Context: an optimization exercise on an open-source flow, tuned for small area. The choices shown serve that exercise and are no tape-out recipe. In this exercise RTL edits were held to simulation tests only and were not proved equivalent to the original.

Setup of rev 12:
// ats_timer_array
module ats_timer_array #(
    parameter int unsigned NUM_CLOCKS = 16,
    parameter int unsigned NUM_ALARMS = 24,
    parameter int unsigned CNT_W      = 16,
    parameter int unsigned PULSE_LEN  = 2
) (
    input  logic                  clk,
    input  logic                  reset,
    input  logic                  cmd_valid,
    output logic                  cmd_ready,
    input  logic [31:0]           cmd_data,
    output logic                  rsp_valid,
    output logic                  rsp_ack,
    output logic [NUM_ALARMS-1:0] alarm_pulse,
    output logic [NUM_ALARMS-1:0] alarm_pending,
    input  logic [NUM_ALARMS-1:0] pend_clr,
    output logic                  irq
);
Settings: LEC_CHECK=0, ABC_AREA=1, CAP_MARGIN=20, CORE_MARGIN=2, CORE_UTILIZATION=50, CTS_BUF_LIST=sky130_fd_sc_hd__clkbuf_4 sky130_fd_sc_hd__clkbuf_8, CTS_CLUSTER_DIAMETER=50, CTS_CLUSTER_SIZE=20, PLACE_DENSITY=0.65, SLEW_MARGIN=20; clock period 9.0 ns.
run.sh (not shown) runs the stock make flow with config.mk's settings and CLKGATE_MAP_FILE= SYNTH_SCRIPT=/design/flow/synth_recipe.tcl, a recipe that flattens the netlist after the stock synthesis.
What rev 13 does differently from rev 12 at the input level:
-- flow/design.v --
<<< rev 12, line 38
    logic         wl_q;           
    logic         rst_q;          
    logic [4:0]   wl_alm;         
    logic [W-1:0] xd;
    logic [2:0]   op;
>>> rev 13, line 38
    logic         wl_q;           
    logic         rst_q;          
    logic [W-1:0] xd;
    logic [2:0]   op;
<<< rev 12, line 109
    for (genvar i = 0; i < NA; i++) begin : g_alm
        logic         st, ld, pw, pa, zero;
        logic [W:0]   cy;
        logic [W-1:0] opa, opb, sum;
        assign st    = clk_step[aclk[i]];
        assign pw    = rst_q || (wl_q && (wl_alm == 5'(i)));
        assign pa    = pw || pend[i];
        assign ld    = do_setclk && (aclk[i] == c_idx);
        assign wr[i] = do_alm && (a_idx == 5'(i));
>>> rev 13, line 108
    for (genvar i = 0; i < NA; i++) begin : g_alm
        logic         st, ld, pw, pa, zero;
        logic [3:0]   aclk_d;
        logic [W:0]   cy;
        logic [W-1:0] opa, opb, sum;
        assign aclk_d = reset ? 4'd0 :
                        (wr[i] && (op[1:0] != 2'b11)) ? ref_clk : aclk[i];
        assign pw    = rst_q || (wl_q && pend[i]);
        assign pa    = rst_q || pend[i];
        assign ld    = do_setclk && (aclk[i] == c_idx);
        assign wr[i] = do_alm && (a_idx == 5'(i));
<<< rev 12, line 126
        assign fire[i] = alm_en[i] && st && !ld && !wr[i] && zero;
        always_ff @(posedge clk) begin
            dst[i] <= sum;
            if (reset) begin
                aclk[i]    <= '0;
                alm_en[i]  <= 1'b0;
                alm_rep[i] <= 1'b0;
            end else if (wr[i]) begin
                if (op[1:0] != 2'b11) begin
                    aclk[i]    <= ref_clk;
                    alm_en[i]  <= 1'b1;
                    alm_rep[i] <= !op[1] && cmd_data[23];
>>> rev 13, line 127
        assign fire[i] = alm_en[i] && st && !ld && !wr[i] && zero;
        always_ff @(posedge clk) begin
            dst[i]  <= sum;
            aclk[i] <= aclk_d;
            st      <= step_d[aclk_d];
            if (reset) begin
                alm_en[i]  <= 1'b0;
                alm_rep[i] <= 1'b0;
            end else if (wr[i]) begin
                if (op[1:0] != 2'b11) begin
                    alm_en[i]  <= 1'b1;
                    alm_rep[i] <= !op[1] && cmd_data[23];
<<< rev 12, line 143
            end
            pc[i]          <= !reset && fire[i];
            pend[i]        <= ld;
            alarm_pulse[i] <= !reset && (fire[i] || (pc[i] && !wr[i]));
            if (reset)              alarm_pending[i] <= 1'b0;
>>> rev 13, line 144
            end
            pc[i]          <= !reset && fire[i];
            pend[i]        <= ld || (do_almld && (a_idx == 5'(i)));
            alarm_pulse[i] <= !reset && (fire[i] || (pc[i] && !wr[i]));
            if (reset)              alarm_pending[i] <= 1'b0;
<<< rev 12, line 173
            clk_lock  <= 1'b0;
            alm_lock  <= 1'b0;
            cmd_ready <= 1'b0;
            rsp_valid <= 1'b0;
            rsp_ack   <= 1'b0;
        end else begin
            cmd_ready <= 1'b1;
            rsp_valid <= cmd_acc;
            rsp_ack   <= cmd_acc && cmd_ok;
>>> rev 13, line 174
            clk_lock  <= 1'b0;
            alm_lock  <= 1'b0;
            rsp_valid <= 1'b0;
            rsp_ack   <= 1'b0;
        end else begin
            rsp_valid <= cmd_acc;
            rsp_ack   <= cmd_acc && cmd_ok;
<<< rev 12, line 185
            end
        end
        wl_alm <= a_idx;
        rst_q  <= reset;
        wl_q   <= do_almld;
        xd     <= xr;
    end
    assign irq = |alarm_pending;
endmodule
>>> rev 13, line 184
            end
        end
        rst_q  <= reset;
        wl_q   <= do_almld;
        xd     <= xr;
    end
    assign irq       = |alarm_pending;
    assign cmd_ready = !rst_q;
endmodule
==> summary.txt <==
Compared with rev 12, routed via count divided by cell count in rev 13 increased by a few percent.
Rev 13 ran to completion and came out clean on the timing, design-rule and antenna checks.
For fraction of area in clock buffers and inverters, rev 13 and rev 12 come out practically identical.
Weighted congestion reported at the end of routability-driven placement: rev 13 higher than rev 12
Looking at met3 wire length, rev 13 sits 44% above rev 12.
Final critical-path setup slack, rev 13 and rev 12: larger value in rev 12
From rev 12 to rev 13 the numbers moved as follows: final design instance area without fill picked up an extra 0.67%, portion of the clock cycle consumed by the worst path in the final layout picked up an extra 0.43 points.

[port drivers added, routing unchanged]
No port has a modelled driver above. Below, the same layouts with a new extraction and two added sets of constraints. Step 1 (the two cells are an assumption about what drives the block):
set clk [get_ports {clk}]
set_driving_cell -lib_cell sky130_fd_sc_hd__clkbuf_16 $clk
set_driving_cell -lib_cell sky130_fd_sc_hd__buf_2 [delete_from_list [all_inputs] $clk]
Step 2 adds t to the input delays and takes it off the output delays; t is the mean of the earliest and latest rising clock arrival at the registers after step 1. Input paths then give back, and output paths get back, about the clock's delay inside the block. a / b / c = ideal ports / drivers / drivers and shift; a / b = the first two.
run	shift t [ns]	setup slack, ns	hold WS [ns]	cell pins on the clock port's net
rev 12	0.853	0.373 / 0.373 / 0.373	0.448 / 0.448 / 0.448	1
rev 13	0.901	0.335 / 0.335 / 0.335	0.435 / 0.435 / 0.435	1
After both steps every run listed still meets setup and hold.
